From an optimization exercise on the open Yosys and OpenROAD flow, aimed at small area; shortcuts taken in it are not production practice. No run shown here included a check of the RTL's function; only the layout flow was run.

**flow/design.v**
```verilog
`timescale 1ns/1ps
module sw_top (
    input  logic          clk,
    input  logic          reset,
    input  logic          valid_i,
    input  logic [1:0]    data_ref_i,
    input  logic [1:0]    data_query_i,
    output logic          finish_o,
    output logic [20:0]   best_o
);
    logic [6:0]  cnt_q;      
    logic [5:0]  rp_q;       
    logic [3:0]  qp_q;       
    logic        bub_q;      
    logic        loaded, front, take, run, real_cell, row_end, first_row, front_row, done;
    assign loaded    = cnt_q[6];
    assign front     = (cnt_q[6:4] == 3'd0);
    assign take      = valid_i & ~loaded;
    assign run       = ~front;
    assign real_cell = run & ~bub_q;
    assign row_end   = (qp_q == 4'd0);
    assign first_row = (rp_q == 6'd1);
    assign front_row = ((rp_q[5:4] == 2'd0) & (rp_q[3:0] != 4'd0)) | (rp_q == 6'd16);
    assign done      = loaded & first_row & (qp_q == 4'd1);
    logic [31:0] qry_q;      
    logic [31:0] frt_q;      
    logic [95:0] bck_q;      
    always_ff @(posedge clk) begin
        if ((take & front) | run)
            qry_q <= {qry_q[29:0], run ? qry_q[31:30] : data_query_i};
        if ((take & front) | (real_cell & row_end & front_row))
            frt_q <= {frt_q[29:0], data_ref_i};
        if ((take & ~front) | (real_cell & row_end & ~front_row))
            bck_q <= {bck_q[93:0], data_ref_i};
    end
    logic [1:0] qbase, rbase;
    assign qbase = qry_q[31:30];
    assign rbase = front_row ? frt_q[31:30] : bck_q[95:94];
    logic [3:0] ring_q [0:15];
    logic [3:0] ring_in;
    always_ff @(posedge clk) begin
        ring_q[0] <= ring_in;
        for (int k = 1; k < 16; k++) ring_q[k] <= ring_q[k-1];
    end
    logic [5:0] hl_q;        
    logic [2:0] l_q;         
    logic       g_q;         
    logic [2:0] u;
    logic       f;
    logic [2:0] m4, d4, u_new, l_new;
    logic       zx, f_new, g_new;
    logic [5:0] h_new;
    always_comb begin
        if (first_row) begin
            u = 3'd2;
            f = 1'b0;
        end else begin
            u = ring_q[15][3:1];
            f = ring_q[15][0];
        end
        zx = (hl_q + {5'd0, g_q} + 6'd2) == {3'b0, l_q};
        if (rbase == qbase) begin
            m4 = 3'd6;
        end else begin
            m4 = 3'd3;
            if (u > m4) m4 = u;
            if (l_q > m4) m4 = l_q;
        end
        d4 = (zx && m4 == 3'd3) ? 3'd4 : m4;    
        f_new = (u == d4);
        g_new = (l_q == d4);
        u_new = d4 - l_q + {2'b0, g_q} + {2'b0, f_new};
        l_new = d4 - u + {2'b0, f} + {2'b0, g_new};
        h_new = hl_q + {3'b0, d4} - {3'b0, l_q} + {5'b0, g_q} - 6'd2;
        ring_in = real_cell ? {u_new, f_new} : ring_q[15];
    end
    always_ff @(posedge clk) begin
        if (row_end | ~run) begin
            hl_q <= '0;
            l_q  <= 3'd2;
            g_q  <= 1'b0;
        end else begin
            hl_q <= h_new;
            l_q  <= l_new;
            g_q  <= g_new;
        end
    end
    logic [5:0] bs_q;
    logic [5:0] br_q;
    logic [3:0] bc_q;
    logic       upd;
    assign upd = real_cell & ((h_new > bs_q) |
                 ((h_new == bs_q) & (qp_q != 4'd0) & ((bc_q == 4'd0) | (qp_q < bc_q))));
    always_ff @(posedge clk) begin
        if (!run) begin
            bs_q <= '0;
        end else if (upd) begin
            bs_q <= h_new;
            br_q <= rp_q;
            bc_q <= qp_q;
        end
    end
    logic [5:0]  osc_q;      
    logic [9:0]  opos_q;     
    logic        nz;
    assign nz = (osc_q != 6'd0);
    always_ff @(posedge clk) begin
        if (done) opos_q <= {br_q, bc_q};
    end
    always_ff @(posedge clk or posedge reset) begin
        if (reset) begin
            cnt_q <= '0;
            rp_q  <= 6'd1;
            qp_q  <= 4'd1;
            bub_q <= 1'b0;
            osc_q <= '0;
        end else begin
            if (done) begin
                cnt_q <= '0;
                osc_q <= bs_q;
            end else if (take) begin
                cnt_q <= cnt_q + 7'd1;
            end
            qp_q <= run ? qp_q + 4'd1 : 4'd1;
            if (run & row_end) begin
                if (!bub_q) rp_q <= rp_q + 6'd1;
                bub_q <= ~loaded & (rp_q[5:1] == 5'b01000);
            end
        end
    end
    assign finish_o = ~run & (qp_q == 4'd2);
    assign best_o   = {2'b00, osc_q,
                       nz & (opos_q[9:4] == 6'd0), nz ? opos_q[9:4] : 6'd0, 1'b0,
                       nz & (opos_q[3:0] == 4'd0), nz ? opos_q[3:0] : 4'd0};
endmodule
```
**flow/config.mk**
```make
export PLATFORM = sky130hd
export DESIGN_NAME = sw_top
export DESIGN_NICKNAME = sw_top
export VERILOG_FILES = /design/flow/design.v
export SDC_FILE = /design/flow/constraint.sdc
export NUM_CORES = 4
export LEC_CHECK = 0
export CAP_MARGIN = 20
export CORE_MARGIN = 2
export CORE_UTILIZATION = 40
export CTS_BUF_LIST = sky130_fd_sc_hd__clkbuf_8
export CTS_CLUSTER_DIAMETER = 60
export CTS_CLUSTER_SIZE = 20
export SLEW_MARGIN = 20
```
**flow/run.sh**
```bash
#!/bin/bash
# synth_recipe.tcl (not shown) runs the flow's synth.tcl, then flattens the netlist and writes it again
# the make line also repeats each setting of config.mk as NAME=value (left out here)
make -C /OpenROAD-flow-scripts/flow DESIGN_CONFIG=/design/flow/config.mk WORK_HOME=/design/flow/orfs CLKGATE_MAP_FILE= SYNTH_SCRIPT=/design/flow/synth_recipe.tcl finish
```
**flow/constraint.sdc**
```tcl
create_clock -name core_clock -period 11.0 [get_ports {clk}]
set_input_delay 2.2000 -clock core_clock [delete_from_list [all_inputs] [get_ports {clk}]]
set_output_delay 2.2000 -clock core_clock [all_outputs]
set_load 0.01 [all_outputs]
```
==> summary.txt, run 1 <==
final setup fails 0; PostCTS Resize Cnt 0; r2r setup slk 4420 ps; antenna diode count 0; routed vias 4364; Post-Synthesis Cells about 570; ANT nets after route 0; Setup crit start kind flop; r2r startpoint rp_q[5]; RSZ-0062 raised after global routing false; Reg clk slew, reported paths 120 ps; largest net degree at the start of global routing 97; fin. max-slew vios 0; Syn Area/Cell 17.0 um^2; relative slew slack 36.5%; synthesized flop and latch total 284; synth unique cells 50; Hold Buf Count CTS 0; H-tree depth 1; number of fill cells in the layout 2053; Final #Nets 663; Die X 160 um; Worst-Margin Slew roughly 950 ps; 1st-pass router iterations 4; chip height between 150 and 200 um; synthesis-to-layout area growth 10.5%; Final Hold Viols 0; 1st-iter DRT viols 288; min cycle time layout 6580 ps; first-pass GRT wire length 22.3 mm; sequential area share after synthesis 78.5%; PortBufs 25; GR Util All Layers 10.7%; hpwl dp 8.46 mm; Yosys top cell by area edfxtp_1; fmax 152 MHz; row count 56; Worst EP required 11220 ps; Setup TNS 0 ps; top cells by area, synth edfxtp_1 56%, dfxtp_1 17%, dfrtp_1 5.7%; Critical Path Source rp_q[5]; initial antenna violation count 0; Mapped Area 9690 um^2; vias in the first global route 4423; worst-skew pair later-pin latency roughly 520 ps; WP buf/inv 5; met3 WL post-DR 511 um; final setup skew 33.4 ps; WHS ~330 ps; die area ~25000 um^2; largest stage delay on the critical path 530 ps; highest routed layer met4; status finished clean; met2 wire len 6.14 mm; worst-path fanout max 13; FF+latch area 7610 um^2; CTS max path bufs 3; Hold WC Path Type flop to flop; Inst Count DP 912; CTS root buf clkbuf_8; core box area 23600 um^2; CTS tree built; M1 WL 6.47 mm; crit path DAT 6800 ps; final WL 13.6 mm; Worst Setup End Kind flop; Worst Setup Path Type flop to flop; fin cells 945; starting density of the core 41.1%; Yosys top cell area share 55.8%; share of layout cells above drive strength 1 7.03%; CTS sink count between 200 and 300; Crit path max-delay family compound AO/OA/AOI/OAI gates; Tcrit/Tclk final about three fifths; max-cap viol count 0; crit path max-delay cell type fa_1; DRC 0; Routability Congestion 0.785; Syn. warnings 2; WL per Instance 14.4 um; min-delay src ring_q[8][2]; postcts setup bufs 0; I/O pins 29; Vias/cell 4.62; multi-input logic area roughly 1900 um^2; total CTS buffers 19; GR Overflow Total 0
-- worst reg2reg max path, cell delays in order, from the launching register on --
cell,delay [ps]
dfrtp_1,460
nor3_2,340
a31oi_2,210
nand2b_1,140
inv_1,50
ha_1,290
nor2b_1,150
o21ai_1,80
a32oi_1,400
mux2i_1,350
nor4_1,150
nand2_1,110
clkinv_1,90
o21a_1,200
fa_1,530
inv_1,40
ha_1,210
fa_1,410
a21o_1,200
a21oi_1,170
xnor2_1,180
inv_1,80
ha_1,280
and4_1,190
a41oi_1,220
o211ai_1,400
inv_2,340
-- cells in the mapped netlist (all sizes together) --
| cell | count |
|---|---|
| a41oi | 1 |
| or3 | 3 |
| edfxtp | 180 |
| nand2 | 25 |
| nand4 | 4 |
| o22a | 1 |
| nor2 | 22 |
| nor3b | 2 |
| mux2 | 9 |
| nor4 | 3 |
| o21a | 2 |
| a32oi | 1 |
| fa | 8 |
| and2 | 17 |
| xor2 | 11 |
| a21o | 6 |
| nor3 | 4 |
| o31ai | 3 |
| dfstp | 2 |
| nor2b | 4 |
| o211ai | 2 |
| a31oi | 3 |
| ha | 34 |
| a21oi | 7 |
| xnor2 | 16 |
| inv | 41 |
| dfxtp | 80 |
| xnor3 | 2 |
| a211o | 1 |
| dfrtp | 22 |
| nand3 | 12 |
| nand2b | 8 |
| and3 | 2 |
| clkinv | 1 |
| o21ai | 12 |
| and4 | 2 |
| mux2i | 6 |
| or4 | 2 |
| conb | 1 |
| buf | 3 |
| clkbuf | 6 |
-- stage by stage --
step | utilization, % | worst slack [ps] | cell area, um^2
floorplan | - | 5240 | 9700
global placement | 43.9 | 4850 | 10400
detailed placement | 43.9 | 4520 | 10400
CTS | 45.3 | 4510 | 10700
global route | 45.3 | 3960 | 10700
finish | 45.3 | 4420 | 10700
-- area by class of cell --
cell class                 instances  area share, %
clock buffer                      19           2.44
clock inverter                    14          0.760
inverter                          42           1.47
multi-input combinational        238           17.9
sequential                       284           71.1
tap                              319           3.73
timing repair buffer              29           2.62
-- state kept, by name, indices dropped and copies added (netlist names), 7 cells and up --
register and count:
bck_q 96, ring_q 64, frt_q 32, qry_q 32, opos_q 10, cnt_q 7
-- layer usage --
| metal | GRT usage, % | vias up |
|---|---|---|
| met1 | 14.8 | 2161 |
| met4 | 3.97 | 0 |
| met5 | 0 | - |
| met2 | 16.8 | 74 |
| met3 | 2.16 | 34 |
| li1 | - | 2095 |
-- cell families (layout without fill, tap and decap cells) --
logic type,count (synthesis),count (layout),share of synthesized area (%)
buffers and inverters,51,104,2.09
XOR/XNOR,29,29,2.98
AND/OR/NAND/NOR,110,110,6.03
flip-flops,284,284,78.5
other,1,3,0.0387
adder cells (fa/ha/maj),42,42,6.04
AO/OA/AOI/OAI,39,39,2.61
multiplexers,15,15,1.70
-- path summary, 6_finish.rpt --
kind                                     end  cells past startpoint
worst min register to register  ring_q[9][2]                      0
min in group asynchronous           osc_q[4]                      2
worst max register to register       bc_q[2]                     26
worst max-delay path                 bc_q[2]                     26
max in group asynchronous           cnt_q[4]                      2
worst min-delay path            ring_q[9][2]                      0
-- layout by cell type (no fill, tap or decap), types with 3 or more instances in the layout --
cell,n
nor4_1,3
buf_4,4
mux2_1,5
nand4_1,4
nor2b_1,3
nor3_1,3
dfxtp_1,80
xnor2_1,15
and2_1,17
a21o_1,6
conb_1,3
nand2b_1,8
ha_1,34
dfrtp_1,22
nand2_1,24
clkbuf_8,19
clkdlybuf4s50_1,25
o21ai_1,8
fa_1,8
xor2_1,11
or3_1,3
mux2i_1,5
nor2_1,22
edfxtp_1,180
o21ai_0,4
nand3_1,12
mux2_2,4
inv_1,47
a21oi_1,7
==> inputs of run 2 (changes only) <==
==> flow/flow/run.sh (new file) <==
#!/bin/bash
# The standard layout (the standard.sh, unchanged synthesis, floorplan,
# power grid and placement) with two knobs changed:
#  - port buffers are sky130_fd_sc_hd__buf_1 instead of the default pick
#  - clock tree synthesis inserts no dummy loads
# Each run's full output goes to standard.log here; ORFS's own per-step logs
# are under orfs/logs/.
set -euo pipefail
export BUFFER_PORTS_ARGS="-buffer_cell sky130_fd_sc_hd__buf_1"
export CTS_ARGS="-sink_clustering_enable -repair_clock_nets -sink_clustering_size 20 -sink_clustering_max_diameter 60 -buf_list sky130_fd_sc_hd__clkbuf_8 -dont_use_dummy_load"
bash standard.sh > standard.log 2>&1
==> flow/standard.sh (new file) <==
#!/bin/bash
# synth_recipe.tcl (not shown) runs the flow's synth.tcl, then flattens the netlist and writes it again
# the make line also repeats each setting of config.mk as NAME=value (left out here)
make -C /OpenROAD-flow-scripts/flow DESIGN_CONFIG=/design/flow/config.mk WORK_HOME=/design/flow/orfs CLKGATE_MAP_FILE= SYNTH_SCRIPT=/design/flow/synth_recipe.tcl "${@:-finish}"
removed: flow/run.sh
==> summary.txt, run 2 <==
status finished clean (unchanged); simple-gate share of the synthesized area 6.03% (unchanged); Vias/cell 4.63 (was 4.62); I/O pins 29 (unchanged); WL per Instance 14.1 um (was 14.4 um); Setup TNS 0 ps (unchanged); core box area 23600 um^2 (unchanged); worst-skew pair later-pin latency 520 ps (about the same); vias in the first global route 4414 (was 4423); max-cap viol count 0 (unchanged); RSZ-0062 raised after global routing false (unchanged); Synth Area in XOR/XNOR 2.98% (unchanged); most common cell in the synthesized netlist edfxtp_1 (unchanged); Post-Synthesis Cells 571 (unchanged); CTS root buf clkbuf_8 (unchanged); number of fill cells in the layout 2062 (was 2053); Hold Buf Count CTS 0 (unchanged); Hold Path Stages 0 (unchanged); largest family of logic cells by synthesized area adder cells (unchanged); hpwl dp 8.29 mm (was 8.46 mm); EDFF count, synth 180 (unchanged); H-tree depth 1 (unchanged); mux cell area share after synthesis 1.70% (unchanged); die area 25500 um^2 (unchanged); routed vias 4302 (was 4364); Synth Area in Adders 6.04% (unchanged); share of layout cells above drive strength 1 6.22% (was 7.03%); Final Hold Viols 0 (unchanged); most common cell after layout, fill and taps aside edfxtp_1 (unchanged); Routability Congestion 0.796 (was 0.785); PortBufs 25 (unchanged); ys async rst share 8.45% (unchanged); Die X 160 um (unchanged); relative slew slack 32.9% (was 36.5%); ys flop type edfxtp_1 (unchanged); max reg flops 96 (unchanged); crit path DAT 6920 ps (was 6800 ps); min cycle time layout 6760 ps (was 6580 ps); synthesis-to-layout area growth 7.87% (was 10.5%); Yosys top cell area share 55.8% (unchanged); CTS max path bufs 3 (unchanged); CTS sink count 284 (unchanged); GR Overflow Total 0 (unchanged); postcts setup bufs 0 (unchanged); top cells by area, synth edfxtp_1 56%, dfxtp_1 17%, dfrtp_1 5.7% (unchanged); 1st-pass router iterations 4 (unchanged); PostCTS Resize Cnt 0 (unchanged); DRC 0 (unchanged); final setup fails 0 (unchanged); synth unique cells 50 (unchanged); chip height 160 um (unchanged); antenna diode count 0 (unchanged); Syn. warnings 2 (unchanged); first-pass GRT wire length 22.0 mm (was 22.3 mm); commonest non-fill, non-tap cells in the layout 180 x edfxtp_1, 80 x dfxtp_1, 38 x inv_1 (was 180 x edfxtp_1, 80 x dfxtp_1, 47 x inv_1); Yosys top cell by area edfxtp_1 (unchanged); worst-path fanout max 13 (unchanged); 1st-iter DRT viols 224 (was 288); initial antenna violation count 0 (unchanged); Reg clk slew, reported paths 100 ps (was 120 ps); largest net degree at the start of global routing 97 (unchanged); largest registers bck_q (96), ring_q (64) (unchanged); top post-synthesis cells by count 180 x edfxtp_1, 80 x dfxtp_1, 39 x inv_1 (unchanged); Worst Setup End Kind flop (unchanged); Setup crit start kind flop (unchanged); sequential area share after synthesis 78.5% (unchanged); row count 56 (unchanged); Worst EP required 11160 ps (was 11220 ps); Final #Nets 662 (was 663); Syn Area/Cell 17.0 um^2 (unchanged); Hold WC Path Type flop to flop (unchanged); fmax 148 MHz (was 152 MHz); final setup skew 49.6 ps (was 33.4 ps); total CTS buffers 18 (was 19); Worst-Margin Slew 1000 ps (was 947 ps); synthesized flop and latch total 284 (unchanged); starting density of the core 41.1% (unchanged); WHS 299 ps (was 332 ps); area fraction in compound gates after synthesis 2.61% (unchanged); ANT nets after route 0 (unchanged); Tcrit/Tclk final 61.4% (was 59.8%); Reg2Reg Depth 26 (unchanged); fin. max-slew vios 0 (unchanged); Top reg by flops bck_q (unchanged); Worst Setup Path Type flop to flop (unchanged); GR Util All Layers 10.5% (was 10.7%); Mapped Area 9690 um^2 (unchanged); final WL 13.1 mm (was 13.6 mm); CTS tree built (unchanged)
==> run 2: cell counts after synthesis <==
Identical to the previous run, type by type.
==> run 2: logic make-up (layout without fill, tap and decap cells) <==
kind of cell	after synthesis	count (layout)
simple gates	110	110
flops	284	284
xor+xnor	29	29
mux	15	15
buf+inv	51	89
fa+ha+maj	42	42
other cells	1	3
compound gates	39	39
==> run 2: cell type report <==
type                    count  area, um^2  area share, %
inverters                  42         158           1.51
multi-input cells         238        1920           18.3
flip-flops and latches    284        7610           72.8
repair buffers             29         124           1.18
clock buffers              18         248           2.37
well taps                 319         399           3.82
==> run 2: worst paths after layout <==
| check | startpoint | end | slack, ps |
|---|---|---|---|
| setup / recovery | rp_q[0] | br_q[5] | 4240 |
| hold / removal | ring_q[0][3] | ring_q[1][3] | 300 |
| setup reg to reg | rp_q[0] | br_q[5] | 4240 |
| hold reg to reg | ring_q[0][3] | ring_q[1][3] | 300 |
| max in group asynchronous | reset | rp_q[4] | 8780 |
| min in group asynchronous | reset | cnt_q[5] | 1740 |
==> run 2: worst max-delay path: stages, from the launching register on <==
cell      delay [ps]
dfstp_2          590
ha_1             210
a31oi_2          180
nand2b_1         150
inv_1             60
ha_1             300
nor2b_1          170
o21ai_1           90
a32oi_1          410
mux2i_1          350
nor4_1           150
nand2_1           90
clkinv_1          90
o21a_1           200
fa_1             530
inv_1             40
ha_1             210
fa_1             410
a21o_1           190
a21oi_1          170
xnor2_1          190
inv_1             90
ha_1             300
and4_1           200
a41oi_1          220
o211ai_1         440
inv_2            360
==> run 2: metrics by stage <==
step / setup WS [ps] / util [%] / cell area [um^2] / cells
2_1_floorplan: 5240 / - / 9700 / 573
3_3_place_gp: 4850 / 43.2 / 10200 / 912
3_5_place_dp: 4420 / 43.2 / 10200 / 912
4_1_cts: 4320 / 44.2 / 10400 / 930
5_1_grt: 3750 / 44.3 / 10500 / 930
6_report: 4240 / 44.3 / 10500 / 930
==> run 2: routing by layer <==
metal,share of wire [%],track usage (%)
met1,47,14.4
met2,46,16.6
met3,4.2,2.31
met4,3.0,3.84
met5,0,0
==> inputs of run 3 (changes only) <==
--- a/flow/design.v
+++ b/flow/design.v
@@ -9,33 +9,31 @@
     output logic [20:0]   best_o
 );
     logic [6:0]  cnt_q;      
-    logic [5:0]  rp_q;       
-    logic [3:0]  qp_q;       
+    logic [5:0]  row_q;      
+    logic [3:0]  col_q;      
     logic        bub_q;      
-    logic        loaded, front, take, run, real_cell, row_end, first_row, front_row, done;
+    logic        loaded, front, take, run, real_cell, row_end, done;
     assign loaded    = cnt_q[6];
     assign front     = (cnt_q[6:4] == 3'd0);
     assign take      = valid_i & ~loaded;
-    assign run       = ~front;
+    assign run       = (cnt_q[6:4] != 3'd0);
     assign real_cell = run & ~bub_q;
-    assign row_end   = (qp_q == 4'd0);
-    assign first_row = (rp_q == 6'd1);
-    assign front_row = ((rp_q[5:4] == 2'd0) & (rp_q[3:0] != 4'd0)) | (rp_q == 6'd16);
-    assign done      = loaded & first_row & (qp_q == 4'd1);
+    assign row_end   = (col_q == 4'd15);
+    assign done      = loaded & (row_q == 6'd0) & (col_q == 4'd0);
     logic [31:0] qry_q;      
     logic [31:0] frt_q;      
     logic [95:0] bck_q;      
     always_ff @(posedge clk) begin
         if ((take & front) | run)
             qry_q <= {qry_q[29:0], run ? qry_q[31:30] : data_query_i};
-        if ((take & front) | (real_cell & row_end & front_row))
+        if ((take & front) | (real_cell & row_end & ~row_q[4] & ~row_q[5]))
             frt_q <= {frt_q[29:0], data_ref_i};
-        if ((take & ~front) | (real_cell & row_end & ~front_row))
+        if ((take & ~front) | (real_cell & row_end & (row_q[4] | row_q[5])))
             bck_q <= {bck_q[93:0], data_ref_i};
     end
     logic [1:0] qbase, rbase;
     assign qbase = qry_q[31:30];
-    assign rbase = front_row ? frt_q[31:30] : bck_q[95:94];
+    assign rbase = (row_q[4] | row_q[5]) ? bck_q[95:94] : frt_q[31:30];
     logic [3:0] ring_q [0:15];
     logic [3:0] ring_in;
     always_ff @(posedge clk) begin
@@ -51,7 +49,7 @@
     logic       zx, f_new, g_new;
     logic [5:0] h_new;
     always_comb begin
-        if (first_row) begin
+        if (row_q == 6'd0) begin
             u = 3'd2;
             f = 1'b0;
         end else begin
@@ -89,15 +87,14 @@
     logic [5:0] br_q;
     logic [3:0] bc_q;
     logic       upd;
-    assign upd = real_cell & ((h_new > bs_q) |
-                 ((h_new == bs_q) & (qp_q != 4'd0) & ((bc_q == 4'd0) | (qp_q < bc_q))));
+    assign upd = real_cell & ({h_new, ~col_q} > {bs_q, ~bc_q});
     always_ff @(posedge clk) begin
         if (!run) begin
             bs_q <= '0;
         end else if (upd) begin
             bs_q <= h_new;
-            br_q <= rp_q;
-            bc_q <= qp_q;
+            br_q <= row_q;
+            bc_q <= col_q;
         end
     end
     logic [5:0]  osc_q;      
@@ -110,8 +107,8 @@
     always_ff @(posedge clk or posedge reset) begin
         if (reset) begin
             cnt_q <= '0;
-            rp_q  <= 6'd1;
-            qp_q  <= 4'd1;
+            row_q <= '0;
+            col_q <= '0;
             bub_q <= 1'b0;
             osc_q <= '0;
         end else begin
@@ -121,15 +118,17 @@
             end else if (take) begin
                 cnt_q <= cnt_q + 7'd1;
             end
-            qp_q <= run ? qp_q + 4'd1 : 4'd1;
-            if (run & row_end) begin
-                if (!bub_q) rp_q <= rp_q + 6'd1;
-                bub_q <= ~loaded & (rp_q[5:1] == 5'b01000);
+            col_q <= run ? col_q + 4'd1 : 4'd0;
+            if (run) begin
+                if (row_end) begin
+                    if (!bub_q) row_q <= row_q + 6'd1;
+                    bub_q <= ~loaded & ((bub_q ? row_q[4] : row_q[3:0] == 4'd15));
+                end
             end
         end
     end
-    assign finish_o = ~run & (qp_q == 4'd2);
+    assign finish_o = ~run & (col_q == 4'd1);
     assign best_o   = {2'b00, osc_q,
-                       nz & (opos_q[9:4] == 6'd0), nz ? opos_q[9:4] : 6'd0, 1'b0,
-                       nz & (opos_q[3:0] == 4'd0), nz ? opos_q[3:0] : 4'd0};
+                       nz ? ({1'b0, opos_q[9:4]} + 7'd1) : 7'd0, 1'b0,
+                       nz ? ({1'b0, opos_q[3:0]} + 5'd1) : 5'd0};
 endmodule
==> flow/run.sh (new file) <==
#!/bin/bash
# synth_recipe.tcl (not shown) runs the flow's synth.tcl, then flattens the netlist and writes it again
# the make line also repeats each setting of config.mk as NAME=value (left out here)
make -C /OpenROAD-flow-scripts/flow DESIGN_CONFIG=/design/flow/config.mk WORK_HOME=/design/flow/orfs CLKGATE_MAP_FILE= SYNTH_SCRIPT=/design/flow/synth_recipe.tcl finish
removed: flow/flow/run.sh
removed: flow/standard.sh
==> summary.txt, run 3 <==
GR Overflow Total 0 (unchanged); Final Hold Viols 0 (unchanged); Routability Congestion 0.813 (was 0.796); ANT nets after route 0 (unchanged); Post-Synthesis Cells 590 (was 571); Yosys top cell area share 55.3% (was 55.8%); WL per Instance 14.1 um (about the same); Setup TNS 0 ps (unchanged); relative slew slack 37.4% (was 32.9%); DRC 0 (unchanged); max-cap viol count 0 (unchanged); Worst Setup Path Type flop to flop (unchanged); max reg flops 96 (unchanged); CTS max path bufs 3 (unchanged); Worst EP required 11250 ps (was 11160 ps); routed vias 4469 (was 4302); end of the worst register-to-register path bc_q[0] (was br_q[5]); EDFF count, synth 180 (unchanged); 1st-pass router iterations 4 (unchanged); fin. max-slew vios 0 (unchanged); largest registers bck_q (96), ring_q (64) (unchanged); H-tree depth 1 (unchanged); worst-path fanout max 12 (was 13); most common cell in the synthesized netlist edfxtp_1 (unchanged); starting density of the core 40.4% (was 41.1%); WP buf/inv 3 (was 5); hpwl dp 8.48 mm (was 8.29 mm); Mapped Area 9770 um^2 (was 9690 um^2); Setup WS pre-CTS 4390 ps (was 4420 ps); Worst Setup End Kind flop (unchanged); final setup skew 37.4 ps (was 49.6 ps); first-pass GRT wire length 22.9 mm (was 22.0 mm); die area 25700 um^2 (was 25500 um^2); share of layout cells above drive strength 1 8.82% (was 6.22%); CTS root buf clkbuf_8 (unchanged); initial antenna violation count 0 (unchanged); final WL 13.6 mm (was 13.1 mm); fmax 150 MHz (was 148 MHz); sequential area share after synthesis 77.8% (was 78.5%); top post-synthesis cells by count 180 x edfxtp_1, 80 x dfxtp_1, 40 x inv_1 (was 180 x edfxtp_1, 80 x dfxtp_1, 39 x inv_1); Crit path max-delay family compound AO/OA/AOI/OAI gates (was adder cells); synthesized flop and latch total 284 (unchanged); most used cell, CP ha_1 (unchanged); crit path DAT 6920 ps (about the same); Hold Buf Count CTS 0 (unchanged); PortBufs 25 (unchanged); min-delay src ring_q[10][3] (was ring_q[0][3]); Final #Nets 682 (was 662); Syn Area/Cell 16.6 um^2 (was 17.0 um^2); PostCTS Resize Cnt 0 (unchanged); core box area 24200 um^2 (was 23600 um^2); chip height 160 um (about the same); antenna diode count 0 (unchanged); Setup crit start kind flop (unchanged); synthesis-to-layout area growth 10.9% (was 7.87%); largest net degree at the start of global routing 62 (was 97); largest stage delay on the critical path 680 ps (was 590 ps); postcts setup bufs 0 (unchanged); synth unique cells 55 (was 50); number of fill cells in the layout 2070 (was 2062); ys async rst share 8.45% (unchanged); Worst-Margin Slew 939 ps (was 1000 ps); Top reg by flops bck_q (unchanged); RSZ-0062 raised after global routing false (unchanged); I/O pins 29 (unchanged); Hold WC Path Type flop to flop (unchanged); final setup fails 0 (unchanged); Reg clk slew, reported paths 110 ps (was 100 ps); most common cell after layout, fill and taps aside edfxtp_1 (unchanged); Yosys top cell by area edfxtp_1 (unchanged); Hold Path Stages 0 (unchanged); Vias/cell 4.61 (was 4.63); GR Util All Layers 10.9% (was 10.5%); Syn. warnings 2 (unchanged); Tcrit/Tclk final 60.6% (was 61.4%); Worst Hold Path EP ring_q[11][3] (was ring_q[1][3]); row count 57 (was 56); worst-skew pair later-pin latency 550 ps (was 520 ps); CTS sink count 284 (unchanged); ys flop type edfxtp_1 (unchanged); commonest non-fill, non-tap cells in the layout 180 x edfxtp_1, 80 x dfxtp_1, 48 x inv_1 (was 180 x edfxtp_1, 80 x dfxtp_1, 38 x inv_1); Reg2Reg Depth 25 (was 26); vias in the first global route 4507 (was 4414); r2r startpoint row_q[4] (was rp_q[0]); 1st-iter DRT viols 206 (was 224); total CTS buffers 20 (was 18); min cycle time layout 6660 ps (was 6760 ps); status finished clean (unchanged); crit path max-delay cell type a311oi_2 (was dfstp_2); Die X 160 um (about the same); final setup margin 4340 ps (was 4240 ps); r2r setup slk 4340 ps (was 4240 ps); top cells by area, synth edfxtp_1 55%, dfxtp_1 16%, dfrtp_1 6.1% (was edfxtp_1 56%, dfxtp_1 17%, dfrtp_1 5.7%); CTS tree built (unchanged)
## run 3: cell count changes after synthesis, moves of 3 or more
cell      before  now
xnor2_1       15   21
nand2_1       25   32
nand2b_1       8    3
o21ai_1        8    0
mux2_1         5    0
a21oi_1        7   10
nor3_1         3   10
o21ai_0        4   12
and2_1        17    4
mux2_2         4    7
nor2_1        22   32
mux2i_1        5    1
## run 3: cell families after synthesis
| kind of cell | share of synthesized area, % |
|---|---|
| DFF | 77.8 |
| and+or+nand+nor | 6.07 |
| buffers and inverters | 2.33 |
| AOI/OAI and AO/OA | 3.60 |
| adders and majority gates | 6.12 |
| xor gates and xnor gates | 3.10 |
| muxes | 0.909 |
| other | 0.0384 |
## run 3: how the worst max path moves through the flow
stage / end / cells past startpoint / slack [ps] / from
6_report: bc_q[0] / 25 / 4340 / row_q[4]
5_1_grt: bc_q[1] / 24 / 3800 / row_q[4]
2_1_floorplan: bc_q[0] / 27 / 4980 / row_q[4]
3_3_place_gp: br_q[4] / 25 / 4790 / row_q[4]
4_1_cts: bc_q[3] / 25 / 4340 / row_q[4]
3_5_place_dp: br_q[4] / 25 / 4390 / row_q[4]
## run 3: cell type report
| class | instances | area [um^2] | share of cell area (%) |
|---|---|---|---|
| Inverter | 40 | 150 | 1.39 |
| Tap cell | 324 | 405 | 3.74 |
| Clock inverter | 15 | 104 | 0.958 |
| Timing Repair Buffer | 31 | 295 | 2.73 |
| Sequential cell | 284 | 7610 | 70.2 |
| Clock buffer | 21 | 289 | 2.67 |
| Multi-Input combinational cell | 255 | 1980 | 18.3 |
## run 3: per-layer routing
metal / routed length [um] / up-vias / global-route usage, %
met3: 483 / 35 / 2.22
met1: 6510 / 2177 / 15.3
li1: - / 2173 / -
met4: 477 / 0 / 4.55
met2: 6170 / 84 / 16.7
met5: 0 / - / 0
## run 3: per-stage QoR
stage	hold slack (ps)	area [um^2]	util [%]	std cells
final	307	10800	44.8	970
after global routing	339	10800	44.8	970
after CTS	323	10800	44.8	970
after detailed placement	312	10400	43.2	934
after global placement	311	10400	43.1	934
after floorplan	310	9780	-	592
==> inputs of run 4 (changes only) <==
--- a/flow/config.mk
+++ b/flow/config.mk
@@ -9,6 +9,6 @@
 export CORE_MARGIN = 2
 export CORE_UTILIZATION = 40
 export CTS_BUF_LIST = sky130_fd_sc_hd__clkbuf_8
-export CTS_CLUSTER_DIAMETER = 60
-export CTS_CLUSTER_SIZE = 20
+export CTS_CLUSTER_DIAMETER = 45
+export CTS_CLUSTER_SIZE = 24
 export SLEW_MARGIN = 20
==> summary.txt, run 4 <==
Syn Area/Cell 16.6 um^2 (unchanged); postcts setup bufs 0 (unchanged); first-pass GRT wire length 23.0 mm (was 22.9 mm); most common cell in the synthesized netlist edfxtp_1 (unchanged); 1st-pass router iterations 4 (unchanged); largest registers bck_q (96), ring_q (64) (unchanged); final setup skew 42.2 ps (was 37.4 ps); final WL 13.7 mm (was 13.6 mm); r2r startpoint row_q[4] (unchanged); crit path DAT 6940 ps (was 6920 ps); Worst Hold Path EP ring_q[11][3] (unchanged); initial antenna violation count 0 (unchanged); Worst EP required 11290 ps (was 11250 ps); share of layout cells above drive strength 1 11.7% (was 8.82%); core box area 24200 um^2 (unchanged); PortBufs 25 (unchanged); Routability Congestion 0.813 (unchanged); WL per Instance 13.9 um (was 14.1 um); ys flop type edfxtp_1 (unchanged); 1st-iter DRT viols 276 (was 206); RSZ-0062 raised after global routing false (unchanged); CTS sink count 284 (unchanged); die area 25700 um^2 (unchanged); CTS tree built (unchanged); Top reg by flops bck_q (unchanged); GR Util All Layers 10.9% (about the same); top cells by area, synth edfxtp_1 55%, dfxtp_1 16%, dfrtp_1 6.1% (unchanged); total CTS buffers 27 (was 20); EDFF count, synth 180 (unchanged); commonest non-fill, non-tap cells in the layout 180 x edfxtp_1, 80 x dfxtp_1, 42 x inv_1 (was 180 x edfxtp_1, 80 x dfxtp_1, 48 x inv_1); largest net degree at the start of global routing 62 (unchanged); max reg flops 96 (unchanged); CTS max path bufs 3 (unchanged); Final Hold Viols 0 (unchanged); starting density of the core 40.4% (unchanged); status finished clean (unchanged); Critical Path Source row_q[4] (unchanged); ys async rst share 8.45% (unchanged); Reg2Reg Depth 25 (unchanged); Post-Synthesis Cells 590 (unchanged); Hold Path Stages 0 (unchanged); min cycle time layout 6660 ps (about the same); Reg clk slew, reported paths 100 ps (was 110 ps); FF+latch area 7610 um^2 (unchanged); sequential area share after synthesis 77.8% (unchanged); Mapped Area 9770 um^2 (unchanged); Setup crit start kind flop (unchanged); Vias/cell 4.62 (was 4.61); Hold WC Path Type flop to flop (unchanged); Worst Setup Path Type flop to flop (unchanged); Inst Count DP 934 (unchanged); I/O pins 29 (unchanged); final setup fails 0 (unchanged); fin. max-slew vios 0 (unchanged); end of the worst register-to-register path br_q[1] (was bc_q[0]); PostCTS Resize Cnt 0 (unchanged); Setup WS pre-CTS 4390 ps (unchanged); Yosys top cell area share 55.3% (unchanged); antenna diode count 0 (unchanged); max-cap viol count 0 (unchanged); Syn. warnings 2 (unchanged); fmax 150 MHz (about the same); Worst-Margin Slew 943 ps (was 939 ps); number of fill cells in the layout 2039 (was 2070); fin cells 984 (was 970); H-tree depth 1 (unchanged); hpwl dp 8.48 mm (unchanged); Die X 160 um (unchanged); vias in the first global route 4594 (was 4507); Yosys top cell by area edfxtp_1 (unchanged); GR Overflow Total 0 (unchanged); Setup TNS 0 ps (unchanged); relative slew slack 37.1% (was 37.4%); CTS root buf clkbuf_8 (unchanged); worst-path fanout max 12 (unchanged); chip height 160 um (unchanged); ANT nets after route 0 (unchanged); Hold Buf Count CTS 0 (unchanged); final setup margin 4340 ps (about the same); min-delay src ring_q[10][3] (unchanged); synthesis-to-layout area growth 13.8% (was 10.9%); Final #Nets 689 (was 682); worst-skew pair later-pin latency 590 ps (was 550 ps); multi-input logic area 1980 um^2 (unchanged); most common cell after layout, fill and taps aside edfxtp_1 (unchanged); r2r setup slk 4340 ps (about the same); synth unique cells 55 (unchanged); Tcrit/Tclk final 60.5% (was 60.6%); routed vias 4548 (was 4469); row count 57 (unchanged); DRC 0 (unchanged); top post-synthesis cells by count 180 x edfxtp_1, 80 x dfxtp_1, 40 x inv_1 (unchanged); Worst Setup End Kind flop (unchanged); synthesized flop and latch total 284 (unchanged)
## run 4: how the worst max path moves through the flow
stage	to	slack, ps	depth (start not counted)
2_1_floorplan	bc_q[0]	4980	27
3_3_place_gp	br_q[4]	4790	25
3_5_place_dp	br_q[4]	4390	25
4_1_cts	br_q[0]	4350	25
5_1_grt	br_q[1]	3810	24
6_report	br_q[1]	4340	25
## run 4: per-layer routing
| metal | vias to the layer above | wire (um) | share of wire, % | track usage (%) |
|---|---|---|---|---|
| met5 | - | 0 | 0 | 0 |
| met4 | 0 | 542 | 4.0 | 4.95 |
| met3 | 40 | 463 | 3.4 | 2.12 |
| met2 | 90 | 6240 | 46 | 16.9 |
| met1 | 2215 | 6440 | 47 | 15.2 |
| li1 | 2203 | - | - | - |
## run 4: stage by stage
step	instance area [um^2]	hold slack, ps	util (%)
after floorplan	9780	310	-
after global placement	10400	311	43.1
after detailed placement	10400	312	43.2
after CTS	11100	326	46.0
after global routing	11100	331	46.0
final	11100	310	46.0
## run 4: cell type report
| class | instances | share of cell area, % |
|---|---|---|
| inverter | 40 | 1.35 |
| sequential | 284 | 68.4 |
| tap | 324 | 3.65 |
| clock inverter | 20 | 2.39 |
| multi-input combinational | 255 | 17.8 |
| timing repair buffer | 31 | 2.66 |
| clock buffer | 30 | 3.71 |
## run 4: logic make-up after synthesis
family / after synthesis / synth area share, %
fa+ha+maj: 43 / 6.12
buf+inv: 53 / 2.33
simple gates: 120 / 6.07
mux: 8 / 0.909
other cells: 1 / 0.0384
xor+xnor: 33 / 3.10
compound gates: 48 / 3.60
flops: 284 / 77.8
## run 4: critical path: stages, from the launching register on
cell and delay, ps:
dfrtp_1 530, nor4_4 430, nand2_2 150, and2_4 220
inv_1 80, nor2_1 40, ha_1 290, nand3_1 90
o21ai_0 160, or2_2 360, a311oi_2 410, nand3_1 150
o21ai_0 450, fa_1 270, inv_1 40, ha_1 200
fa_1 410, a21o_1 200, a21oi_1 180, xnor2_1 150
ha_1 320, a21oi_1 90, nand2_1 80, nand2_1 60
a311oi_2 680, buf_4 320
==> inputs of run 5 (changes only) <==
--- a/flow/design.v
+++ b/flow/design.v
@@ -12,6 +12,7 @@
     logic [5:0]  row_q;      
     logic [3:0]  col_q;      
     logic        bub_q;      
+    logic        fin_q;
     logic        loaded, front, take, run, real_cell, row_end, done;
     assign loaded    = cnt_q[6];
     assign front     = (cnt_q[6:4] == 3'd0);
@@ -41,45 +42,47 @@
         for (int k = 1; k < 16; k++) ring_q[k] <= ring_q[k-1];
     end
     logic [5:0] hl_q;        
-    logic [2:0] l_q;         
+    logic [2:0] vv_q;        
     logic       g_q;         
-    logic [2:0] u;
+    logic [2:0] dd;
     logic       f;
-    logic [2:0] m4, d4, u_new, l_new;
+    logic [2:0] u4, l4, m4, d4, dd_new, vv_new;
     logic       zx, f_new, g_new;
     logic [5:0] h_new;
     always_comb begin
         if (row_q == 6'd0) begin
-            u = 3'd2;
-            f = 1'b0;
+            dd = 3'd2;
+            f  = 1'b0;
         end else begin
-            u = ring_q[15][3:1];
-            f = ring_q[15][0];
+            dd = ring_q[15][3:1];
+            f  = ring_q[15][0];
         end
-        zx = (hl_q + {5'd0, g_q} + 6'd2) == {3'b0, l_q};
+        u4 = dd + {2'b0, f};         
+        l4 = vv_q + {2'b0, g_q};     
+        zx = (hl_q + 6'd2) == {3'b0, vv_q};    
         if (rbase == qbase) begin
             m4 = 3'd6;
         end else begin
             m4 = 3'd3;
-            if (u > m4) m4 = u;
-            if (l_q > m4) m4 = l_q;
+            if (u4 > m4) m4 = u4;
+            if (l4 > m4) m4 = l4;
         end
         d4 = (zx && m4 == 3'd3) ? 3'd4 : m4;    
-        f_new = (u == d4);
-        g_new = (l_q == d4);
-        u_new = d4 - l_q + {2'b0, g_q} + {2'b0, f_new};
-        l_new = d4 - u + {2'b0, f} + {2'b0, g_new};
-        h_new = hl_q + {3'b0, d4} - {3'b0, l_q} + {5'b0, g_q} - 6'd2;
-        ring_in = real_cell ? {u_new, f_new} : ring_q[15];
+        f_new  = (u4 == d4);
+        g_new  = (l4 == d4);
+        dd_new = d4 - vv_q;
+        vv_new = d4 - dd;
+        h_new  = hl_q + {3'b0, dd_new} - 6'd2;
+        ring_in = real_cell ? {dd_new, f_new} : ring_q[15];
     end
     always_ff @(posedge clk) begin
         if (row_end | ~run) begin
             hl_q <= '0;
-            l_q  <= 3'd2;
+            vv_q <= 3'd2;
             g_q  <= 1'b0;
         end else begin
             hl_q <= h_new;
-            l_q  <= l_new;
+            vv_q <= vv_new;
             g_q  <= g_new;
         end
     end
@@ -97,29 +100,28 @@
             bc_q <= col_q;
         end
     end
-    logic [5:0]  osc_q;      
-    logic [9:0]  opos_q;     
+    logic [17:0] out_q;
     logic        nz;
-    assign nz = (osc_q != 6'd0);
-    always_ff @(posedge clk) begin
-        if (done) opos_q <= {br_q, bc_q};
-    end
+    assign nz = (bs_q != 6'd0);
     always_ff @(posedge clk or posedge reset) begin
         if (reset) begin
             cnt_q <= '0;
             row_q <= '0;
             col_q <= '0;
             bub_q <= 1'b0;
-            osc_q <= '0;
+            fin_q <= 1'b0;
+            out_q <= '0;
         end else begin
+            fin_q <= done;
             if (done) begin
                 cnt_q <= '0;
-                osc_q <= bs_q;
+                out_q <= {bs_q, nz ? ({1'b0, br_q} + 7'd1) : 7'd0,
+                                nz ? ({1'b0, bc_q} + 5'd1) : 5'd0};
             end else if (take) begin
                 cnt_q <= cnt_q + 7'd1;
             end
-            col_q <= run ? col_q + 4'd1 : 4'd0;
-            if (run) begin
+            if (run & ~done) begin
+                col_q <= col_q + 4'd1;
                 if (row_end) begin
                     if (!bub_q) row_q <= row_q + 6'd1;
                     bub_q <= ~loaded & ((bub_q ? row_q[4] : row_q[3:0] == 4'd15));
@@ -127,8 +129,6 @@
             end
         end
     end
-    assign finish_o = ~run & (col_q == 4'd1);
-    assign best_o   = {2'b00, osc_q,
-                       nz ? ({1'b0, opos_q[9:4]} + 7'd1) : 7'd0, 1'b0,
-                       nz ? ({1'b0, opos_q[3:0]} + 5'd1) : 5'd0};
+    assign finish_o = fin_q;
+    assign best_o   = {2'b00, out_q[17:12], out_q[11:5], 1'b0, out_q[4:0]};
 endmodule
--- a/flow/config.mk
+++ b/flow/config.mk
@@ -8,7 +8,4 @@
 export CAP_MARGIN = 20
 export CORE_MARGIN = 2
 export CORE_UTILIZATION = 40
-export CTS_BUF_LIST = sky130_fd_sc_hd__clkbuf_8
-export CTS_CLUSTER_DIAMETER = 45
-export CTS_CLUSTER_SIZE = 24
 export SLEW_MARGIN = 20
==> summary.txt, run 5 <==
status finished clean (unchanged); Top reg by flops bck_q (unchanged); crit path max-delay cell type dfrtp_1 (was a311oi_2); synthesis-to-layout area growth 14.8% (was 13.8%); DRC 0 (unchanged); final WL 14.5 mm (was 13.7 mm); worst-path fanout max 10 (was 12); Final Hold Viols 0 (unchanged); fin. max-slew vios 0 (unchanged); worst-skew pair later-pin latency 530 ps (was 590 ps); ys flop type edfxtp_1 (unchanged); top post-synthesis cells by count 170 x edfxtp_1, 80 x dfxtp_1, 42 x nand2_1 (was 180 x edfxtp_1, 80 x dfxtp_1, 40 x inv_1); most common cell after layout, fill and taps aside edfxtp_1 (unchanged); largest net degree at the start of global routing 97 (was 62); Setup crit start kind flop (unchanged); Routability Congestion 0.790 (was 0.813); max-cap viol count 0 (unchanged); Syn Area/Cell 15.7 um^2 (was 16.6 um^2); first-pass GRT wire length 24.5 mm (was 23.0 mm); min cycle time layout 7840 ps (was 6660 ps); end of the worst register-to-register path bc_q[3] (was br_q[1]); Post-Synthesis Cells 633 (was 590); Final #Nets 725 (was 689); r2r setup slk 3160 ps (was 4340 ps); RSZ-0062 raised after global routing false (unchanged); 1st-iter DRT viols 291 (was 276); fin cells 1023 (was 984); I/O pins 29 (unchanged); Hold Buf Count CTS 0 (unchanged); final setup skew 9.86 ps (was 42.2 ps); CTS root buf clkbuf_16 (was clkbuf_8); vias in the first global route 5012 (was 4594); H-tree depth 1 (unchanged); 1st-pass router iterations 4 (unchanged); total CTS buffers 27 (unchanged); synth unique cells 61 (was 55); GR Util All Layers 11.4% (was 10.9%); synthesized flop and latch total 287 (was 284); core box area 24400 um^2 (was 24200 um^2); PostCTS Resize Cnt 0 (unchanged); CTS sink count 287 (was 284); Reg clk slew, reported paths 70 ps (was 100 ps); Inst Count DP 975 (was 934); max reg flops 96 (unchanged); Setup TNS 0 ps (unchanged); Reg2Reg Depth 31 (was 25); commonest non-fill, non-tap cells in the layout 170 x edfxtp_1, 80 x dfxtp_1, 42 x nand2_1 (was 180 x edfxtp_1, 80 x dfxtp_1, 42 x inv_1); Yosys top cell area share 51.3% (was 55.3%); CTS max path bufs 3 (unchanged); Hold WC Path Type flop to flop (unchanged); Worst-Margin Slew 797 ps (was 943 ps); r2r startpoint row_q[4] (unchanged); antenna diode count 0 (unchanged); ys async rst share 12.9% (was 8.45%); Tcrit/Tclk final 71.3% (was 60.5%); starting density of the core 40.8% (was 40.4%); share of layout cells above drive strength 1 9.44% (was 11.7%); min-delay src ring_q[5][0] (was ring_q[10][3]); Worst Setup End Kind flop (unchanged); CTS tree built (unchanged); GR Overflow Total 0 (unchanged); ANT nets after route 0 (unchanged); Vias/cell 4.80 (was 4.62); Worst EP required 11210 ps (was 11290 ps); Yosys top cell by area edfxtp_1 (unchanged); hpwl dp 8.79 mm (was 8.48 mm); crit path DAT 8050 ps (was 6940 ps); PortBufs 25 (unchanged); fmax 128 MHz (was 150 MHz); postcts setup bufs 0 (unchanged); most common cell in the synthesized netlist edfxtp_1 (unchanged); Mapped Area 9960 um^2 (was 9770 um^2); initial antenna violation count 0 (unchanged); row count 57 (unchanged); Layout Utilization 46.9% (was 46.0%); WL per Instance 14.1 um (was 13.9 um); Syn. warnings 2 (unchanged); Die X 162 um (was 160 um); largest stage delay on the critical path 500 ps (was 680 ps); top cells by area, synth edfxtp_1 51%, dfxtp_1 16%, dfrtp_1 9.3% (was edfxtp_1 55%, dfxtp_1 16%, dfrtp_1 6.1%); Worst Setup Path Type flop to flop (unchanged); final setup fails 0 (unchanged); Hold Path Stages 0 (unchanged); sequential area share after synthesis 76.6% (was 77.8%); chip height 162 um (was 160 um); Worst Hold Path EP ring_q[6][0] (was ring_q[11][3]); relative slew slack 46.9% (was 37.1%); largest registers bck_q (96), ring_q (64) (unchanged); routed vias 4909 (was 4548); most used cell, CP ha_1 (unchanged); die area 26200 um^2 (was 25700 um^2); EDFF count, synth 170 (was 180)
-- run 5: changes by cell type after synthesis, moves of 9 or more --
cell	change
o21ai_0	+9
edfxtp_1	-10
nand2_1	+10
dfrtp_1	+13
-- run 5: how the worst max path moves through the flow --
stage / slack [ps] / cells past startpoint / startpoint / endpoint
after detailed placement: 3290 / 31 / row_q[4] / br_q[4]
final: 3160 / 31 / row_q[4] / bc_q[3]
after global placement: 3570 / 33 / row_q[4] / br_q[0]
after global routing: 2540 / 32 / row_q[4] / br_q[0]
after CTS: 3230 / 31 / row_q[4] / bc_q[3]
after floorplan: 2260 / 4 / cnt_q[4] / bck_q[0]
-- run 5: kinds of logic after synthesis --
family,share of synthesized area (%)
other,0.0377
XOR/XNOR,2.81
AO/OA/AOI/OAI,5.40
buffers and inverters,2.24
multiplexers,0.829
AND/OR/NAND/NOR,7.04
adder cells (fa/ha/maj),5.00
flip-flops,76.6
-- run 5: stage by stage --
step	setup WS [ps]	area (um^2)	hold WS (ps)
after floorplan	2260	9970	310
after global placement	3570	10600	314
after detailed placement	3290	10600	312
after CTS	3230	11400	327
after global routing	2540	11400	330
final	3160	11400	321
-- run 5: final cells by class --
class / instances / area [um^2]
multi-input cells: 298 / 2130
fillers: 2121 / 13000
repair buffers: 30 / 292
inverters: 36 / 136
flip-flops and latches: 287 / 7630
clock buffers: 32 / 737
well taps: 324 / 405
clock inverters: 16 / 96.3
-- run 5: metal layers --
metal | global-route usage (%) | vias up | part of all wire, %
li1 | - | 2370 | -
met1 | 15.7 | 2408 | 47
met2 | 18.1 | 97 | 46
met3 | 2.48 | 34 | 4.4
met4 | 3.70 | 0 | 2.4
met5 | 0 | - | 0
-- run 5: worst max-delay path: cells and delay by family (launching register included) --
| kind | cells | cell delay (ps) |
|---|---|---|
| compound gates | 9 | 2270 |
| fa+ha+maj | 7 | 2170 |
| simple gates | 10 | 1670 |
| flops | 1 | 500 |
| xor+xnor | 3 | 500 |
| buf+inv | 2 | 400 |
==> inputs of run 6 (changes only) <==
--- a/flow/config.mk
+++ b/flow/config.mk
@@ -8,4 +8,7 @@
 export CAP_MARGIN = 20
 export CORE_MARGIN = 2
 export CORE_UTILIZATION = 40
+export CTS_BUF_LIST = sky130_fd_sc_hd__clkbuf_8
+export CTS_CLUSTER_DIAMETER = 60
+export CTS_CLUSTER_SIZE = 20
 export SLEW_MARGIN = 20
==> summary.txt, run 6 <==
top post-synthesis cells by count 170 x edfxtp_1, 80 x dfxtp_1, 42 x nand2_1 (unchanged); DRC 0 (unchanged); Worst-Margin Slew 788 ps (was 797 ps); Layout Utilization 44.8% (was 46.9%); ANT nets after route 0 (unchanged); max-cap viol count 0 (unchanged); share of layout cells above drive strength 1 6.74% (was 9.44%); Yosys top cell area share 51.3% (unchanged); synthesized flop and latch total 287 (unchanged); final setup margin 3180 ps (was 3160 ps); Tcrit/Tclk final 71.1% (was 71.3%); routed vias 4857 (was 4909); Worst EP required 11210 ps (about the same); GR Overflow Total 0 (unchanged); RSZ-0062 raised after global routing false (unchanged); worst-skew pair later-pin latency 520 ps (was 530 ps); worst-path fanout max 10 (unchanged); met3 Usage GRT 2.27% (was 2.48%); CTS root buf clkbuf_8 (was clkbuf_16); Hold WC Path Type flop to flop (unchanged); min cycle time layout 7820 ps (was 7840 ps); commonest non-fill, non-tap cells in the layout 170 x edfxtp_1, 80 x dfxtp_1, 45 x inv_1 (was 170 x edfxtp_1, 80 x dfxtp_1, 42 x nand2_1); largest stage delay on the critical path 510 ps (was 500 ps); starting density of the core 40.8% (unchanged); ys async rst share 12.9% (unchanged); final WL 14.2 mm (was 14.5 mm); 1st-iter DRT viols 346 (was 291); sequential area share after synthesis 76.6% (unchanged); Hold Path Stages 0 (unchanged); Syn Area/Cell 15.7 um^2 (unchanged); Top reg by flops bck_q (unchanged); Syn. warnings 2 (unchanged); largest net degree at the start of global routing 97 (unchanged); I/O pins 29 (unchanged); fin. max-slew vios 0 (unchanged); final setup skew 12.3 ps (was 9.86 ps); Final #Nets 716 (was 725); Worst Setup Path Type flop to flop (unchanged); core box area 24400 um^2 (unchanged); Final Hold Viols 0 (unchanged); 1st-pass router iterations 6 (was 4); PostCTS Resize Cnt 0 (unchanged); Most Crowded Layer GR met2 (unchanged); most used cell, CP ha_1 (unchanged); status finished clean (unchanged); final setup fails 0 (unchanged); postcts setup bufs 0 (unchanged); Yosys top cell by area edfxtp_1 (unchanged); max reg flops 96 (unchanged); Worst Hold Path EP ring_q[6][0] (unchanged); row count 57 (unchanged); PortBufs 25 (unchanged); H-tree depth 1 (unchanged); synth unique cells 61 (unchanged); end of the worst register-to-register path bc_q[0] (was bc_q[3]); CTS max path bufs 3 (unchanged); Setup TNS 0 ps (unchanged); first-pass GRT wire length 24.1 mm (was 24.5 mm); antenna diode count 0 (unchanged); Post-Synthesis Cells 633 (unchanged); vias in the first global route 4854 (was 5012); WL per Instance 14.2 um (was 14.1 um); Die X 162 um (unchanged); crit path DAT 8030 ps (was 8050 ps); crit path max-delay cell type dfrtp_1 (unchanged); Worst Setup End Kind flop (unchanged); top cells by area, synth edfxtp_1 51%, dfxtp_1 16%, dfrtp_1 9.3% (unchanged); EDFF count, synth 170 (unchanged); Mapped Area 9960 um^2 (unchanged); largest registers bck_q (96), ring_q (64) (unchanged); DP Area 10600 um^2 (unchanged); Reg2Reg Depth 31 (unchanged); Reg clk slew, reported paths 120 ps (was 70 ps); CTS sink count 287 (unchanged); CTS tree built (unchanged); Setup crit start kind flop (unchanged); grt met2 use 18.0% (was 18.1%); relative slew slack 47.5% (was 46.9%); hpwl dp 8.79 mm (unchanged); synthesis-to-layout area growth 9.80% (was 14.8%); total CTS buffers 18 (was 27); fmax 128 MHz (about the same); r2r setup slk 3180 ps (was 3160 ps); min-delay src ring_q[5][0] (unchanged); Hold Buf Count CTS 0 (unchanged); ys flop type edfxtp_1 (unchanged); chip height 162 um (unchanged); Setup WS pre-CTS 3290 ps (unchanged); grt met1 use 15.7% (about the same); GR Util All Layers 11.2% (was 11.4%); cell area after layout 10900 um^2 (was 11400 um^2); r2r startpoint row_q[4] (unchanged); Vias/cell 4.83 (was 4.80); initial antenna violation count 0 (unchanged); most common cell in the synthesized netlist edfxtp_1 (unchanged); Routability Congestion 0.790 (unchanged); die area 26200 um^2 (unchanged); most common cell after layout, fill and taps aside edfxtp_1 (unchanged)
[run 6: cell count changes in the layout (fill, tap and decap cells not counted)]
| cell | before | now |
|---|---|---|
| clkbuf_16 | 29 | 0 |
| clkbuf_8 | 0 | 19 |
| inv_1 | 35 | 45 |
| clkinv_2 | 9 | 1 |
| clkinv_1 | 4 | 0 |
| clkbuf_1 | 3 | 0 |
| inv_4 | 2 | 0 |
| bufinv_16 | 0 | 1 |
| clkinv_4 | 1 | 0 |
| inv_16 | 1 | 0 |
| inv_6 | 0 | 1 |
[run 6: cells by family (layout without fill, tap and decap cells)]
kind of cell	Yosys count	after routing	share of synthesized area [%]
flip-flops	287	287	76.6
AND/OR/NAND/NOR	140	140	7.04
AO/OA/AOI/OAI	77	77	5.40
buffers and inverters	50	97	2.24
adder cells (fa/ha/maj)	38	38	5.00
XOR/XNOR	32	32	2.81
multiplexers	8	8	0.829
other	1	3	0.0377
[run 6: per-stage QoR]
| step | instances | hold WS [ps] |
|---|---|---|
| detailed placement | 975 | 312 |
| finish | 1006 | 333 |
| CTS | 1006 | 328 |
| floorplan | 635 | 310 |
| global route | 1006 | 342 |
| global placement | 975 | 314 |
[run 6: worst max path at each step]
| stage | startpoint | endpoint | slack, ps | cells past startpoint |
|---|---|---|---|---|
| after global routing | row_q[4] | bc_q[0] | 2550 | 32 |
| after CTS | row_q[4] | bc_q[3] | 3240 | 31 |
| after detailed placement | row_q[4] | br_q[4] | 3290 | 31 |
| after global placement | row_q[4] | br_q[0] | 3570 | 33 |
| after floorplan | cnt_q[4] | bck_q[0] | 2260 | 4 |
| final | row_q[4] | bc_q[0] | 3180 | 31 |
[run 6: per-layer routing]
metal	vias up	routed length [um]
li1	2332	-
met5	-	0
met4	0	362
met2	109	6480
met1	2379	6770
met3	37	630
[run 6: cell type report]
cell class | count | area (um^2)
multi-input cells | 298 | 2130
repair buffers | 30 | 292
flip-flops and latches | 287 | 7630
clock buffers | 19 | 262
clock inverters | 12 | 76.3
inverters | 36 | 136
well taps | 324 | 405
fillers | 2174 | 13500
[run 6: worst max-delay path, delay by kind of cell (launching register included)]
kind | cells | cell delay (ps)
compound gates | 9 | 2260
fa+ha+maj | 7 | 2160
simple gates | 10 | 1660
flops | 1 | 510
xor+xnor | 3 | 490
buf+inv | 2 | 390
==> inputs of run 7 (changes only) <==
--- a/flow/config.mk
+++ b/flow/config.mk
@@ -7,8 +7,8 @@
 export LEC_CHECK = 0
 export CAP_MARGIN = 20
 export CORE_MARGIN = 2
-export CORE_UTILIZATION = 40
+export CORE_UTILIZATION = 65
 export CTS_BUF_LIST = sky130_fd_sc_hd__clkbuf_8
-export CTS_CLUSTER_DIAMETER = 60
-export CTS_CLUSTER_SIZE = 20
+export CTS_CLUSTER_DIAMETER = 50
+export CTS_CLUSTER_SIZE = 24
 export SLEW_MARGIN = 20
==> summary.txt, run 7 <==
Vias/cell 5.52 (was 4.83); Syn. warnings 2 (unchanged); CTS max path bufs 3 (unchanged); r2r setup slk 3150 ps (was 3180 ps); die area 16300 um^2 (was 26200 um^2); EDFF count, synth 170 (unchanged); CTS tree built (unchanged); ys flop type edfxtp_1 (unchanged); DP Area 10400 um^2 (was 10600 um^2); vias in the first global route 4774 (was 4854); Tcrit/Tclk final 71.3% (was 71.1%); Final #Nets 720 (was 716); fmax 127 MHz (was 128 MHz); postcts setup bufs 0 (unchanged); final WL 14.3 mm (was 14.2 mm); Setup TNS 0 ps (unchanged); cell area after layout 10900 um^2 (about the same); routed vias 4843 (was 4857); Reg clk slew, reported paths 120 ps (about the same); 1st-pass router iterations 5 (was 6); row count 45 (was 57); 1st-iter DRT viols 251 (was 346); PostCTS Resize Cnt 0 (unchanged); WL per Instance 16.3 um (was 14.2 um); Worst EP required 11250 ps (was 11210 ps); worst-path fanout max 10 (unchanged); ys async rst share 12.9% (unchanged); Yosys top cell area share 51.3% (unchanged); multi-input logic area 2130 um^2 (about the same); starting density of the core 66.0% (was 40.8%); synthesis-to-layout area growth 9.71% (was 9.80%); largest stage delay on the critical path 510 ps (about the same); Worst Setup Path Type flop to flop (unchanged); top cells by area, synth edfxtp_1 51%, dfxtp_1 16%, dfrtp_1 9.3% (unchanged); most used cell, CP ha_1 (unchanged); hpwl dp 9.05 mm (was 8.79 mm); most common cell after layout, fill and taps aside edfxtp_1 (unchanged); Top reg by flops bck_q (unchanged); final setup margin 3150 ps (was 3180 ps); most common cell in the synthesized netlist edfxtp_1 (unchanged); relative slew slack 47.2% (was 47.5%); synth unique cells 61 (unchanged); crit path DAT 8100 ps (was 8030 ps); H-tree depth 1 (unchanged); largest net degree at the start of global routing 97 (unchanged); Mapped Area 9960 um^2 (unchanged); PortBufs 25 (unchanged); I/O pins 29 (unchanged); CTS root buf clkbuf_8 (unchanged); ANT nets after route 0 (unchanged); GR Util All Layers 18.5% (was 11.2%); number of fill cells in the layout 965 (was 2174); initial antenna violation count 0 (unchanged); total CTS buffers 21 (was 18); largest registers bck_q (96), ring_q (64) (unchanged); status finished clean (unchanged); chip height 128 um (was 162 um); synthesized flop and latch total 287 (unchanged); min cycle time layout 7850 ps (was 7820 ps); core box area 15100 um^2 (was 24400 um^2); top post-synthesis cells by count 170 x edfxtp_1, 80 x dfxtp_1, 42 x nand2_1 (unchanged); share of layout cells above drive strength 1 8.99% (was 6.74%); Hold Buf Count CTS 0 (unchanged); Worst-Margin Slew 793 ps (was 788 ps); worst-skew pair later-pin latency 560 ps (was 520 ps); final setup skew 20.7 ps (was 12.3 ps); CTS sink count 287 (unchanged); Routability Congestion 0.868 (was 0.790); sequential area share after synthesis 76.6% (unchanged); RSZ-0062 raised after global routing false (unchanged); Post-Synthesis Cells 633 (unchanged); GR Overflow Total 0 (unchanged); Final Hold Viols 0 (unchanged); Worst Setup End Kind flop (unchanged); max reg flops 96 (unchanged); Die X 128 um (was 162 um); Setup crit start kind flop (unchanged); commonest non-fill, non-tap cells in the layout 170 x edfxtp_1, 80 x dfxtp_1, 42 x nand2_1 (was 170 x edfxtp_1, 80 x dfxtp_1, 45 x inv_1); Hold WC Path Type flop to flop (unchanged); max-cap viol count 0 (unchanged); fin. max-slew vios 0 (unchanged); Yosys top cell by area edfxtp_1 (unchanged); first-pass GRT wire length 23.9 mm (was 24.1 mm); crit path max-delay cell type dfrtp_1 (unchanged); DRC 0 (unchanged); antenna diode count 0 (unchanged); FF+latch area 7630 um^2 (unchanged); Syn Area/Cell 15.7 um^2 (unchanged); final setup fails 0 (unchanged); WHS 326 ps (was 333 ps); Setup WS pre-CTS 3260 ps (was 3290 ps)
==> run 7: cell types whose count changed in the layout (fill, tap and decap cells not counted), sizes merged <==
cell / delta
buf: +1
bufinv: -1
clkbuf: +3
clkinv: +6
clkinvlp: +1
inv: -2
==> run 7: cell families after synthesis <==
logic type / after synthesis / synth area share [%]
other cells: 1 / 0.0377
xor+xnor: 32 / 2.81
simple gates: 140 / 7.04
buf+inv: 50 / 2.24
mux: 8 / 0.829
compound gates: 77 / 5.40
flops: 287 / 76.6
fa+ha+maj: 38 / 5.00
==> run 7: per-stage QoR <==
step / util [%] / std cells
5_1_grt: 72.4 / 878
2_1_floorplan: - / 635
3_5_place_dp: 69.1 / 840
6_report: 72.4 / 878
3_3_place_gp: 69.1 / 840
4_1_cts: 72.4 / 878
==> run 7: layer usage <==
metal | global-route usage (%) | routed length (um) | up-vias
li1 | - | - | 2352
met3 | 3.38 | 618 | 35
met4 | 6.08 | 359 | 0
met2 | 29.8 | 6560 | 110
met5 | 0 | 0 | -
met1 | 26.1 | 6740 | 2346
==> run 7: area by class of cell <==
cell class                 count  share of cell area (%)
clock inverter                16                    1.74
clock buffer                  22                    2.77
sequential                   287                    69.9
inverter                      36                    1.25
tap                          188                    2.15
multi-input combinational    298                    19.5
timing repair buffer          31                    2.74
==> run 7: critical path: cells and delay by family (launching register included) <==
kind                       cells  cell delay (ps)
AOI/OAI and AO/OA              8             2110
xor gates and xnor gates       3              490
adders and majority gates      8             2270
buffers and inverters          4              530
DFF                            1              510
and+or+nand+nor               10             1620
==> run 7: path summary, 6_finish.rpt <==
check / from / endpoint / cells past startpoint
max: row_q[4] / br_q[0] / 33
min: ring_q[4][3] / ring_q[5][3] / 0
max reg2reg: row_q[4] / br_q[0] / 33
min reg2reg: ring_q[4][3] / ring_q[5][3] / 0
max in group asynchronous: reset / out_q[14] / 3
min in group asynchronous: reset / cnt_q[1] / 3

## afterwards: timing with drivers on the ports
Ports are ideal in the flow. The routed layouts listed here were re-timed in OpenROAD.
Step 1: set_driving_cell puts a clkbuf_16 on clk and a buf_2 on each other input, an assumption about the parent block.
Step 2 also shifts input and output timing later by t, the mid clock arrival at the registers, as if the neighbouring blocks saw the same clock.
Slacks: ideal / step 1 / step 2; pairs: ideal / step 1.
| run | shift t [ns] | slack for setup (ns) | pins driven straight from the clock port |
|---|---|---|---|
| run 1 | 0.544 | 4.419 / 4.419 / 4.419 | 1 |
| run 2 | 0.531 | 4.241 / 4.241 / 4.241 | 1 |
| run 3 | 0.572 | 4.336 / 4.336 / 4.336 | 1 |
| run 4 | 0.605 | 4.343 / 4.343 / 4.343 | 1 |
| run 5 | 0.568 | 3.162 / 3.162 / 3.162 | 1 |
| run 6 | 0.552 | 3.177 / 3.177 / 3.177 | 1 |
| run 7 | 0.583 | 3.152 / 3.152 / 3.152 | 1 |
After both steps every run listed still meets setup and hold.
